From an optimization exercise on the open Yosys and OpenROAD flow, aimed at small area and a short achievable clock period; shortcuts taken in it are not production practice.
The RTL was checked by simulation tests, not by an equivalence proof against the original design.
No activity file was given, so power comes from the tool's default toggle rates.

`flow/run.sh`:
```
#!/bin/bash
# synth_recipe.tcl (not shown) runs the flow's synth.tcl, then flattens the netlist and writes it again
# the make line also repeats each setting of config.mk as NAME=value (left out here)
make -C /OpenROAD-flow-scripts/flow DESIGN_CONFIG=/design/flow/config.mk WORK_HOME=/design/flow/orfs CLKGATE_MAP_FILE= SYNTH_SCRIPT=/design/flow/synth_recipe.tcl finish
```
`flow/config.mk`:
```
export PLATFORM = sky130hd
export DESIGN_NAME = vstore_buf
export DESIGN_NICKNAME = vstore_buf
export VERILOG_FILES = /design/flow/design.v
export SDC_FILE = /design/flow/constraint.sdc
export NUM_CORES = 4
export LEC_CHECK = 0
export CAP_MARGIN = 20
export CORE_MARGIN = 2
export CORE_UTILIZATION = 40
export SLEW_MARGIN = 20
```
`flow/constraint.sdc`:
```
create_clock -name core_clock -period 9.0 [get_ports {clk}]
set_input_delay 1.8000 -clock core_clock [delete_from_list [all_inputs] [get_ports {clk}]]
set_output_delay 1.8000 -clock core_clock [all_outputs]
set_load 0.01 [all_outputs]
```
`flow/design.v`:
```
package vstore_pkg;
    localparam logic [31:0]   RST_WORD = 32'hbeefdead;
    localparam logic [1023:0] RST_REP  = {32{RST_WORD}};
    function automatic logic [31:0] ptr_age(
        input logic [31:0] ptr,
        input logic [31:0] base,
        input int unsigned w
    );
        ptr_age = (ptr - base) & ((32'd1 << w) - 32'd1);
    endfunction
endpackage
module vstore_fwd
#(
    parameter int DEPTH  = 8,
    parameter int ADDR_W = 16,
    parameter int BE_W   = 4,
    parameter int IDX_W  = $clog2(DEPTH)
) (
    input  logic                     ld_en,
    input  logic [ADDR_W-1:0]        ld_addr,
    input  logic [BE_W-1:0]          ld_be,
    input  logic [IDX_W:0]           ld_tail,
    input  logic [IDX_W:0]           head,
    input  logic [DEPTH-1:0]         filled,
    input  logic [DEPTH*ADDR_W-1:0]  e_addr,
    input  logic [DEPTH*BE_W-1:0]    e_be,
    input  logic [DEPTH*BE_W*8-1:0]  e_data,
    output logic [BE_W-1:0]          ld_hit_be,
    output logic [BE_W*8-1:0]        ld_data,
    output logic                     ld_stall
);
    localparam int DW = BE_W * 8;
    logic [31:0]      span;
    logic [IDX_W-1:0] idx;
    logic             stall;
    always_comb begin
        ld_hit_be = '0;
        ld_data   = '0;
        stall     = 1'b0;
        idx       = '0;
        span      = vstore_pkg::ptr_age(32'(ld_tail), 32'(head), IDX_W + 1);
        for (int k = 0; k < DEPTH; k++) begin
            idx = head[IDX_W-1:0] + IDX_W'(k);
            if (32'(k) < span) begin
                if (!filled[idx])
                    stall = 1'b1;
                if (e_addr[idx*ADDR_W +: ADDR_W] == ld_addr) begin
                    for (int b = 0; b < BE_W; b++) begin
                        if (e_be[idx*BE_W + b] && ld_be[b]) begin
                            ld_hit_be[b]     = 1'b1;
                            ld_data[b*8 +: 8] = e_data[idx*DW + b*8 +: 8];
                        end
                    end
                end
            end
        end
        if (!ld_en || stall) begin
            ld_hit_be = '0;
            ld_data   = '0;
        end
        ld_stall = ld_en && stall;
    end
endmodule
module vstore_buf
#(
    parameter int DEPTH  = 8,
    parameter int ADDR_W = 16,
    parameter int DATA_W = 32,
    parameter int BE_W   = DATA_W / 8,
    parameter int IDX_W  = $clog2(DEPTH)
) (
    input  logic              clk,
    input  logic              nrst,
    input  logic              flush,
    input  logic              alloc_en,
    output logic              alloc_ready,
    output logic [IDX_W-1:0]  alloc_idx,
    output logic [IDX_W:0]    tail_ptr,
    input  logic              fill_en,
    input  logic [IDX_W-1:0]  fill_idx,
    input  logic [ADDR_W-1:0] fill_addr,
    input  logic [BE_W-1:0]   fill_be,
    input  logic [DATA_W-1:0] fill_data,
    input  logic              commit_en,
    output logic              commit_err,
    input  logic              ld_en,
    input  logic [ADDR_W-1:0] ld_addr,
    input  logic [BE_W-1:0]   ld_be,
    input  logic [IDX_W:0]    ld_tail,
    output logic [BE_W-1:0]   ld_hit_be,
    output logic [DATA_W-1:0] ld_data,
    output logic              ld_stall,
    output logic              mem_req,
    output logic [ADDR_W-1:0] mem_addr,
    output logic [BE_W-1:0]   mem_be,
    output logic [DATA_W-1:0] mem_data,
    input  logic              mem_ack,
    output logic              empty,
    output logic [IDX_W:0]    count
);
    localparam logic [DATA_W-1:0] RST_D = vstore_pkg::RST_REP[DATA_W-1:0];
    logic [IDX_W:0]           head, cmt, tail, cmt_nx;
    logic [DEPTH-1:0]         filled;
    logic [DEPTH*ADDR_W-1:0]  e_addr;
    logic [DEPTH*BE_W-1:0]    e_be;
    logic [DEPTH*DATA_W-1:0]  e_data;
    logic                     full, alloc_fire, fill_ok;
    logic                     commit_ok, drain;
    logic [IDX_W-1:0]         head_i, cmt_i, tail_i;
    assign head_i = head[IDX_W-1:0];
    assign cmt_i  = cmt[IDX_W-1:0];
    assign tail_i = tail[IDX_W-1:0];
    always_comb begin
        count       = tail - head;
        full        = (count == (IDX_W+1)'(DEPTH));
        empty       = (count == '0);
        alloc_ready = !full;
        alloc_idx   = tail_i;
        tail_ptr    = tail;
        alloc_fire  = alloc_en && !full && !flush;
        fill_ok     = fill_en && !flush &&
                      (vstore_pkg::ptr_age(32'(fill_idx), 32'(cmt_i), IDX_W) <
                       vstore_pkg::ptr_age(32'(tail), 32'(cmt), IDX_W + 1));
        commit_ok   = commit_en && (cmt != tail) && filled[cmt_i];
        cmt_nx      = cmt + (IDX_W+1)'(commit_ok);
        mem_req     = (head != cmt);
        drain       = mem_req && mem_ack;
        mem_addr    = '0;
        mem_be      = '0;
        mem_data    = '0;
        if (mem_req) begin
            mem_addr = e_addr[head_i*ADDR_W +: ADDR_W];
            mem_be   = e_be[head_i*BE_W +: BE_W];
            mem_data = e_data[head_i*DATA_W +: DATA_W];
        end
    end
    always_ff @(posedge clk or negedge nrst) begin
        if (!nrst) begin
            head       <= '0;
            cmt        <= '0;
            tail       <= '0;
            commit_err <= 1'b0;
        end else begin
            head       <= head + (IDX_W+1)'(drain);
            cmt        <= cmt_nx;
            tail       <= flush ? cmt_nx : tail + (IDX_W+1)'(alloc_fire);
            commit_err <= commit_en && !commit_ok;
        end
    end
    always_ff @(posedge clk or negedge nrst) begin
        if (!nrst) begin
            filled <= '0;
            e_addr <= '0;
            e_be   <= '0;
            e_data <= {DEPTH{RST_D}};
        end else begin
            if (alloc_fire)
                filled[tail_i] <= 1'b0;
            if (fill_ok) begin
                filled[fill_idx]                  <= 1'b1;
                e_addr[fill_idx*ADDR_W +: ADDR_W] <= fill_addr;
                e_be[fill_idx*BE_W +: BE_W]       <= fill_be;
                e_data[fill_idx*DATA_W +: DATA_W] <= fill_data;
            end
        end
    end
    vstore_fwd #(
        .DEPTH  (DEPTH),
        .ADDR_W (ADDR_W),
        .BE_W   (BE_W),
        .IDX_W  (IDX_W)
    ) u_fwd (
        .ld_en     (ld_en),
        .ld_addr   (ld_addr),
        .ld_be     (ld_be),
        .ld_tail   (ld_tail),
        .head      (head),
        .filled    (filled),
        .e_addr    (e_addr),
        .e_be      (e_be),
        .e_data    (e_data),
        .ld_hit_be (ld_hit_be),
        .ld_data   (ld_data),
        .ld_stall  (ld_stall)
    );
endmodule
```
==> results.py <==
metrics = {
    "outcome": {
        "run_status": "complete, no violations",
    },
    "timing": {
        "slew_headroom_pct": 19.3,
        "whs_ps": 499,
        "rsz0062_at_grt": "false",
        "finalHoldViolations": 0,
        "fin_setup_tns_ps": 0,
        "drv_slew": 0,
        "max_freq_mhz": 116,
        "setup_viol_count_final": 0,
        "min_period_ps": 8620,
        "fin_crit_sh_pct": 95.8,
        "worst_pin_slew_ps": 1210,
        "fin_ws_ps": 376,
        "fin_skew_ps": 23.7,
    },
    "synth": {
        "synthAdderAreaFrac_pct": 1.19,
        "synth_cell_types": 84,
        "yosys_warnings": 2,
        "yosys.area_share.simple_pct": 12.9,
        "synth_edf_count": 0,
        "synthFlopType": "dfrtp_1",
        "ys_async_sr_fraction_pct": 100,
        "synthesis.nets": 3837,
        "synth-seq-cells": 437,
        "netlist_area_um2": 39300,
        "ys_seq_area_share_pct": 28.4,
        "synth_top_family_by_area": "multiplexers",
        "synth_xor_area_share_pct": 3.59,
        "synth_compound_area_share_pct": 14.2,
        "synth_mux_area_share_pct": 35.0,
        "synthCells": 3715,
        "avgSynthCellArea_um2": 10.6,
    },
    "critical_path": {
        "critical_path_class": "flip-flop to output pin",
        "required_ps": 7200,
        "critPathArrivalTime_ps": 6820,
        "end_kind": "output pin",
        "worstPathMaxFanout": 28,
        "crit_path_start_kind": "flip-flop",
    },
    "final_layout": {
        "multi_input_area_um2": 26600,
        "seq_area_um2": 11200,
        "final_core_util_pct": 45.4,
        "fillers": 9025,
        "design_area_um2": 44000,
        "final_nets": 3850,
        "drive_gt1_share_pct": 25.3,
        "syn_to_final_growth_pct": 12.0,
        "finalNonFillerCells": 5050,
    },
    "clocking": {
        "worstSkewPairLatency_ps": 640,
        "clkTransAtPathRegs_ps": 60,
        "numCtsBuffers": 52,
        "root_buffer": "clkbuf_16",
        "h-tree-depth": 2,
        "clock_sinks": 437,
        "cts_tree": "yes",
        "cts_hold_buf": 0,
        "clk_path_buf_depth": 3,
    },
    "power_and_ir_drop": {
        "p_total_mw": 18.4,
        "p_leak_nw": 16.9,
        "p_per_area_nw_per_um2": 418,
        "peakVddDrop_uv": 601,
    },
    "floorplan": {
        "core-area_um2": 97000,
        "dieArea_um2": 101000,
        "row_count": 114,
        "ios": 191,
        "die_h_um": 317,
        "initial_utilization_pct": 40.5,
        "die_x_um": 317,
    },
    "place": {
        "placed_area_um2": 42300,
        "dp_slack_ps": 608,
        "hpwl_mm": 93.1,
        "routabilityCongestion": 0.967,
        "io_buffers": 190,
        "place_inst": 4950,
    },
    "grt": {
        "antenna_found_initial": 7,
        "grt_first_pass_wirelength_mm": 218,
        "grt_pass1_vias": 32500,
        "grtUsageTotal_pct": 28.3,
        "grt_max_degree": 179,
        "grt_remaining_overflow": 0,
    },
    "detailed_routing": {
        "vias": 33900,
        "drt-initial-drc-count": 4396,
        "wl_mm": 145,
        "ant_nets": 0,
        "route.met3.wl_mm": 15.0,
        "met2_length_mm": 64.2,
        "wl_per_cell_um": 28.8,
        "routed_via_density": 6.72,
        "drt-met1-wl_mm": 60.0,
        "drc": 0,
        "drtPass1Iterations": 7,
        "highest-signal-layer": "met5",
    },
    "job": {
        "maxCapViolCount": 0,
    },
    "worst_hold_path": {
        "holdCritPathClass": "flip-flop to flip-flop",
    },
}
-- worst paths after layout --
kind                                             start                       to  slack [ps]  cells after the start
worst max-delay path                 head[1]$_DFF_PN0_               ld_data[0]         380                     13
worst min-delay path            e_data[83]$_DFFE_PN1P_   e_data[83]$_DFFE_PN1P_         500                      2
worst max register to register       tail[0]$_DFF_PN0_   e_addr[76]$_DFFE_PN0P_        4560                     13
worst min register to register  e_data[83]$_DFFE_PN1P_   e_data[83]$_DFFE_PN1P_         500                      2
max in group asynchronous                         nrst  e_data[222]$_DFFE_PN0P_        6500                      2
min in group asynchronous                         nrst  e_addr[107]$_DFFE_PN0P_        1100                      1
-- cells in the final DEF (no fill, tap or decap), types with 85 or more instances in the layout --
cell	count
mux2i_1	299
nand2_1	632
mux2_2	85
clkdlybuf4s50_1	189
buf_4	96
xnor2_1	115
o21ai_0	246
a22o_1	232
dfrtp_1	242
dfstp_2	192
mux4_2	435
nor2_1	100
-- sequential cells by signal (all words and copies together), names as in the netlist --
register / cells
commit_err: 1
head: 4
filled: 8
e_data: 256
e_be: 32
tail: 4
e_addr: 128
cmt: 4
-- cells by family after synthesis --
group                      Yosys count
DFF                                437
xor gates and xnor gates           158
adders and majority gates           35
AOI/OAI and AO/OA                  784
and+or+nand+nor                   1106
buffers and inverters              374
muxes                              821
-- Yosys cell counts, drive strengths merged, types with 58 or more instances --
library cell / number / share of area [%]
a21oi: 58 / 0.74
a22o: 232 / 5.2
buf: 177 / 2.7
clkbuf: 158 / 1.5
dfrtp: 245 / 16
dfstp: 192 / 13
mux2: 87 / 2.5
mux2i: 299 / 7.6
mux4: 435 / 25
nand2: 638 / 6.1
nand2b: 67 / 1.1
nand3: 71 / 0.90
nor2: 101 / 0.96
nor2b: 69 / 1.1
o21ai: 247 / 3.1
xnor2: 117 / 2.6
-- layout make-up --
cell class | instances | area share [%]
Sequential cell | 437 | 25.4
Multi-Input combinational cell | 2904 | 60.5
Antenna cell | 4 | 0.0228
Tap cell | 1276 | 3.63
Inverter | 39 | 0.336
Clock buffer | 75 | 3.29
Clock inverter | 21 | 0.489
Timing Repair Buffer | 294 | 6.34
-- report_power, final --
part           total [mW]  leakage, nW  internal, mW  switching, mW
Combinational        11.9         10.8          5.68           6.26
Clock                2.12        0.814          1.20          0.913
Sequential           4.34         5.26          3.03           1.31
Total                18.4         16.9          9.91           8.49
-- worst max-delay path, cell delays in order (launching register included) --
cell	delay, ps
dfrtp_4	660
inv_1	280
ha_4	610
buf_4	450
mux4_2	610
xnor2_1	280
nand4_1	160
a2111oi_0	300
o22ai_1	360
nor3_2	780
a21oi_1	360
o2111a_1	240
a211oi_1	450
clkdlybuf4s50_1	640
-- layer usage --
metal	vias up	global-route usage, %
li1	14300	-
met1	17400	40.2
met2	1935	42.2
met3	309	6.01
met4	8	11.0
met5	-	0
-- timing repair --
| item | in CTS | in global routing |
|---|---|---|
| buffers inserted | 0 | 0 |
| gates resized for setup | 0 | 1 |
| setup endpoints to repair | 0 | 1 |

## re-timing with driven ports
The results above use ideal ports. As a check the final layout listed here was re-extracted and re-timed, cells and wires unchanged. Step 1 assumes that a clkbuf_16 drives the clock port and a buf_2 every other input. Step 2 also shifts input and output timing later by t, the mid clock arrival at the registers, as if the neighbouring blocks saw the same clock. a / b / c = no drivers / after step 1 / after step 2; a / b = the first two.
t, ns: 0.697
slack for setup (ns): 0.376 / 0.307 / 0.468
pins driven straight from the clock port: 1
After both steps this run still meets setup and hold. The setup slack of this run moves by -0.069 ns with the drivers and by +0.092 ns with both steps.
